Source: an optimization exercise on an open RTL-to-GDS flow (aim: a short achievable clock period and few clock cycles). Production flows keep margins and buffers that such runs may drop. Only simulation tests tie the RTL to the original design; equivalence was not proved. Power figures rest on the tool's default switching activity, not on a simulated workload.

==> 07-03 <==
==> flow/design.v <==
module mips_pipeline_top (
    input  logic        clk,
    input  logic        rst,
    input  logic [31:0] Memory_out,
    input  logic [31:0] Inst_out,
    output logic [31:0] Pc_out,
    output logic [31:0] Ex_Mem_out3,
    output logic [31:0] Ex_Mem_out4,
    output logic        Memread,
    output logic        Memwrite
);
    typedef enum logic [2:0] {ALU_ADD, ALU_SUB, ALU_AND, ALU_OR, ALU_SLT, ALU_LINK} alu_op_t;
    typedef struct packed {
        logic       reg_write;
        logic       mem_read;
        logic       mem_write;
        logic       branch_eq;
        logic       branch_ne;
        logic       jump_reg;
        logic       alu_src;    
        alu_op_t    alu_op;
        logic [4:0] dest;
    } ctrl_t;
    logic [31:0] pc;
    logic [31:0] regs [32];
    logic [31:0] if_id_inst, if_id_pc1;
    ctrl_t       id_ex_ctrl;
    logic [4:0]  id_ex_rs, id_ex_rt;
    logic [31:0] id_ex_a, id_ex_b, id_ex_imm, id_ex_pc1;
    logic        ex_mem_reg_write, ex_mem_mem_read, ex_mem_mem_write;
    logic [4:0]  ex_mem_dest;
    logic [31:0] ex_mem_result, ex_mem_store;
    logic        mem_wb_reg_write, mem_wb_mem_read;
    logic [4:0]  mem_wb_dest;
    logic [31:0] mem_wb_result, mem_wb_mem_data;
    logic [5:0]  opcode, funct;
    logic [4:0]  rs, rt, rd;
    assign opcode = if_id_inst[31:26];
    assign rs     = if_id_inst[25:21];
    assign rt     = if_id_inst[20:16];
    assign rd     = if_id_inst[15:11];
    assign funct  = if_id_inst[5:0];
    ctrl_t id_ctrl;
    logic  uses_rs, uses_rt, id_jump, imm_zext;
    always_comb begin
        id_ctrl  = '0;
        uses_rs  = 1'b0;
        uses_rt  = 1'b0;
        id_jump  = 1'b0;
        imm_zext = 1'b0;
        case (opcode)
            6'h00: begin
                id_ctrl.dest = rd;
                uses_rs      = 1'b1;
                uses_rt      = 1'b1;
                case (funct)
                    6'h20: begin id_ctrl.reg_write = 1'b1; id_ctrl.alu_op = ALU_ADD; end
                    6'h22: begin id_ctrl.reg_write = 1'b1; id_ctrl.alu_op = ALU_SUB; end
                    6'h24: begin id_ctrl.reg_write = 1'b1; id_ctrl.alu_op = ALU_AND; end
                    6'h25: begin id_ctrl.reg_write = 1'b1; id_ctrl.alu_op = ALU_OR;  end
                    6'h2A: begin id_ctrl.reg_write = 1'b1; id_ctrl.alu_op = ALU_SLT; end
                    6'h08: begin id_ctrl.jump_reg  = 1'b1; uses_rt = 1'b0; end
                    default: begin uses_rs = 1'b0; uses_rt = 1'b0; end
                endcase
            end
            6'h08: begin id_ctrl.reg_write = 1'b1; id_ctrl.alu_src = 1'b1; id_ctrl.dest = rt; uses_rs = 1'b1; end
            6'h0C: begin
                id_ctrl.reg_write = 1'b1; id_ctrl.alu_src = 1'b1; id_ctrl.dest = rt;
                id_ctrl.alu_op = ALU_AND; uses_rs = 1'b1; imm_zext = 1'b1;
            end
            6'h0A: begin
                id_ctrl.reg_write = 1'b1; id_ctrl.alu_src = 1'b1; id_ctrl.dest = rt;
                id_ctrl.alu_op = ALU_SLT; uses_rs = 1'b1;
            end
            6'h23: begin
                id_ctrl.reg_write = 1'b1; id_ctrl.mem_read = 1'b1; id_ctrl.alu_src = 1'b1;
                id_ctrl.dest = rt; uses_rs = 1'b1;
            end
            6'h2B: begin id_ctrl.mem_write = 1'b1; id_ctrl.alu_src = 1'b1; uses_rs = 1'b1; uses_rt = 1'b1; end
            6'h04: begin id_ctrl.branch_eq = 1'b1; uses_rs = 1'b1; uses_rt = 1'b1; end
            6'h05: begin id_ctrl.branch_ne = 1'b1; uses_rs = 1'b1; uses_rt = 1'b1; end
            6'h02: id_jump = 1'b1;
            6'h03: begin
                id_jump = 1'b1; id_ctrl.reg_write = 1'b1; id_ctrl.dest = 5'd31; id_ctrl.alu_op = ALU_LINK;
            end
            default: ;
        endcase
    end
    logic [31:0] wb_data, rs_val, rt_val, id_imm, jump_target;
    logic        wb_en;
    assign wb_data     = mem_wb_mem_read ? mem_wb_mem_data : mem_wb_result;
    assign wb_en       = mem_wb_reg_write && (mem_wb_dest != 5'd0);
    assign rs_val      = (wb_en && mem_wb_dest == rs) ? wb_data : regs[rs];
    assign rt_val      = (wb_en && mem_wb_dest == rt) ? wb_data : regs[rt];
    assign id_imm      = imm_zext ? {16'h0000, if_id_inst[15:0]} : {{16{if_id_inst[15]}}, if_id_inst[15:0]};
    assign jump_target = {if_id_pc1[31:26], if_id_inst[25:0]};
    logic        fwd_mem_a, fwd_mem_b;
    logic [31:0] alu_a, fwd_b, alu_b, alu_result, branch_target;
    logic        branch_taken, load_use;
    assign fwd_mem_a = ex_mem_reg_write && (ex_mem_dest != 5'd0) && (ex_mem_dest == id_ex_rs);
    assign fwd_mem_b = ex_mem_reg_write && (ex_mem_dest != 5'd0) && (ex_mem_dest == id_ex_rt);
    assign alu_a = fwd_mem_a ? ex_mem_result :
                   (wb_en && mem_wb_dest == id_ex_rs) ? wb_data : id_ex_a;
    assign fwd_b = fwd_mem_b ? ex_mem_result :
                   (wb_en && mem_wb_dest == id_ex_rt) ? wb_data : id_ex_b;
    assign alu_b = id_ex_ctrl.alu_src ? id_ex_imm : fwd_b;
    always_comb begin
        case (id_ex_ctrl.alu_op)
            ALU_SUB:  alu_result = alu_a - alu_b;
            ALU_AND:  alu_result = alu_a & alu_b;
            ALU_OR:   alu_result = alu_a | alu_b;
            ALU_SLT:  alu_result = ($signed(alu_a) < $signed(alu_b)) ? 32'd1 : 32'd0;
            ALU_LINK: alu_result = id_ex_pc1;
            default:  alu_result = alu_a + alu_b;
        endcase
    end
    assign branch_taken  = (id_ex_ctrl.branch_eq && (alu_a == fwd_b)) ||
                           (id_ex_ctrl.branch_ne && (alu_a != fwd_b)) || id_ex_ctrl.jump_reg;
    assign branch_target = id_ex_ctrl.jump_reg ? alu_a : id_ex_pc1 + id_ex_imm;
    assign load_use      = id_ex_ctrl.mem_read && (id_ex_ctrl.dest != 5'd0) &&
                           ((uses_rs && id_ex_ctrl.dest == rs) || (uses_rt && id_ex_ctrl.dest == rt));
    always_ff @(posedge clk) begin
        if (rst) begin
            pc <= '0; if_id_inst <= '0; if_id_pc1 <= '0;
        end else if (branch_taken) begin
            pc <= branch_target; if_id_inst <= '0; if_id_pc1 <= '0;
        end else if (load_use) begin
            pc <= pc;
        end else if (id_jump) begin
            pc <= jump_target; if_id_inst <= '0; if_id_pc1 <= '0;
        end else begin
            pc <= pc + 32'd1; if_id_inst <= Inst_out; if_id_pc1 <= pc + 32'd1;
        end
    end
    always_ff @(posedge clk) begin
        if (rst || branch_taken || load_use) begin
            id_ex_ctrl <= '0; id_ex_rs <= '0; id_ex_rt <= '0;
            id_ex_a <= '0; id_ex_b <= '0; id_ex_imm <= '0; id_ex_pc1 <= '0;
        end else begin
            id_ex_ctrl <= id_ctrl; id_ex_rs <= rs; id_ex_rt <= rt;
            id_ex_a <= rs_val; id_ex_b <= rt_val; id_ex_imm <= id_imm; id_ex_pc1 <= if_id_pc1;
        end
    end
    always_ff @(posedge clk) begin
        if (rst) begin
            ex_mem_reg_write <= 1'b0; ex_mem_mem_read <= 1'b0; ex_mem_mem_write <= 1'b0;
            ex_mem_dest <= '0; ex_mem_result <= '0; ex_mem_store <= '0;
            mem_wb_reg_write <= 1'b0; mem_wb_mem_read <= 1'b0; mem_wb_dest <= '0;
            mem_wb_result <= '0; mem_wb_mem_data <= '0;
        end else begin
            ex_mem_reg_write <= id_ex_ctrl.reg_write; ex_mem_mem_read <= id_ex_ctrl.mem_read;
            ex_mem_mem_write <= id_ex_ctrl.mem_write; ex_mem_dest <= id_ex_ctrl.dest;
            ex_mem_result <= alu_result; ex_mem_store <= fwd_b;
            mem_wb_reg_write <= ex_mem_reg_write; mem_wb_mem_read <= ex_mem_mem_read;
            mem_wb_dest <= ex_mem_dest; mem_wb_result <= ex_mem_result; mem_wb_mem_data <= Memory_out;
        end
    end
    always_ff @(posedge clk) begin
        if (rst) begin
            for (int i = 0; i < 32; i++) regs[i] <= '0;
        end else if (wb_en) begin
            regs[mem_wb_dest] <= wb_data;
        end
    end
    assign Pc_out      = pc;
    assign Ex_Mem_out3 = ex_mem_result;
    assign Ex_Mem_out4 = ex_mem_store;
    assign Memread     = ex_mem_mem_read;
    assign Memwrite    = ex_mem_mem_write;
endmodule
==> flow/run.sh <==
#!/bin/bash
# synth_recipe.tcl (not shown) runs the flow's synth.tcl, then flattens the netlist and writes it again
# the make line also repeats each setting of config.mk as NAME=value (left out here)
make -C /OpenROAD-flow-scripts/flow DESIGN_CONFIG=/design/flow/config.mk WORK_HOME=/design/flow/orfs CLKGATE_MAP_FILE= SYNTH_SCRIPT=/design/flow/synth_recipe.tcl finish
==> flow/config.mk <==
export PLATFORM = sky130hd
export DESIGN_NAME = mips_pipeline_top
export DESIGN_NICKNAME = mips_pipeline_top
export VERILOG_FILES = /design/flow/design.v
export SDC_FILE = /design/flow/constraint.sdc
export NUM_CORES = 4
export LEC_CHECK = 0
export ABC_CLOCK_PERIOD_IN_PS = 4000
export CAP_MARGIN = 20
export CORE_MARGIN = 2
export CORE_UTILIZATION = 40
export SETUP_SLACK_MARGIN = 2.5
export SLEW_MARGIN = 20
==> flow/constraint.sdc <==
create_clock -name core_clock -period 7.0 [get_ports {clk}]
set_input_delay 1.4000 -clock core_clock [delete_from_list [all_inputs] [get_ports {clk}]]
set_output_delay 1.4000 -clock core_clock [all_outputs]
set_load 0.01 [all_outputs]
==> 10-01 (differences from 07-03) <==
- ABC_CLOCK_PERIOD_IN_PS: 4000 -> not set
- SETUP_SLACK_MARGIN: 2.5 -> not set
==> comparison <==
- In 10-01 the sequential power is smaller than in 07-03, by about 0.5%.
- Core utilization: 07-03 is higher than 10-01 (2.0 points).
- Between 10-01 and 07-03, the lower first-iteration DRC count is in 10-01 (gap 4.9%, measured against 07-03).
- In 10-01 the clock power is lower than in 07-03, by about 0.7%.
- In synthesized cell count, 07-03 and 10-01 do not differ.
- Between 10-01 and 07-03, the lower cell count is in 10-01 (gap about 1.6%, measured against 07-03).
- Between 07-03 and 10-01, the lower worst hold slack is in 10-01 (gap 0.013 ns).
- Between 10-01 and 07-03, the lower clock-buffer cell count is in 10-01 (gap 4).
- Sequential cell count is the same in 10-01 and 07-03.
Testbench counts of 07-03, summed over its fixed seeds: cycles 66,751.
Testbench counts of 10-01, summed over its fixed seeds: cycles 66,751.

## separate check: timing with driven ports
In the flow no input, the clock included, has a driving cell. The finished layouts below were timed again as built, in two steps. Step 1: set_driving_cell puts a clkbuf_16 on clk and a buf_2 on each other input, an assumption about the parent block. Step 2 adds t to the input delays and takes it off the output delays; t is the mean of the earliest and latest rising clock arrival at the registers after step 1. Input paths then give back, and output paths get back, about the clock's delay inside the block. Three values: ideal, step 1, step 2; two values: the first two.
run	shift t [ns]	setup slack, ns	hold slack, ns	pins driven straight from the clock port
07-03	0.889	2.070 / 2.070 / 2.070	0.450 / 0.450 / 0.450	1
10-01	0.889	0.670 / 0.670 / 0.670	0.437 / 0.437 / 0.437	1
After both steps setup and hold are still met in every run listed.
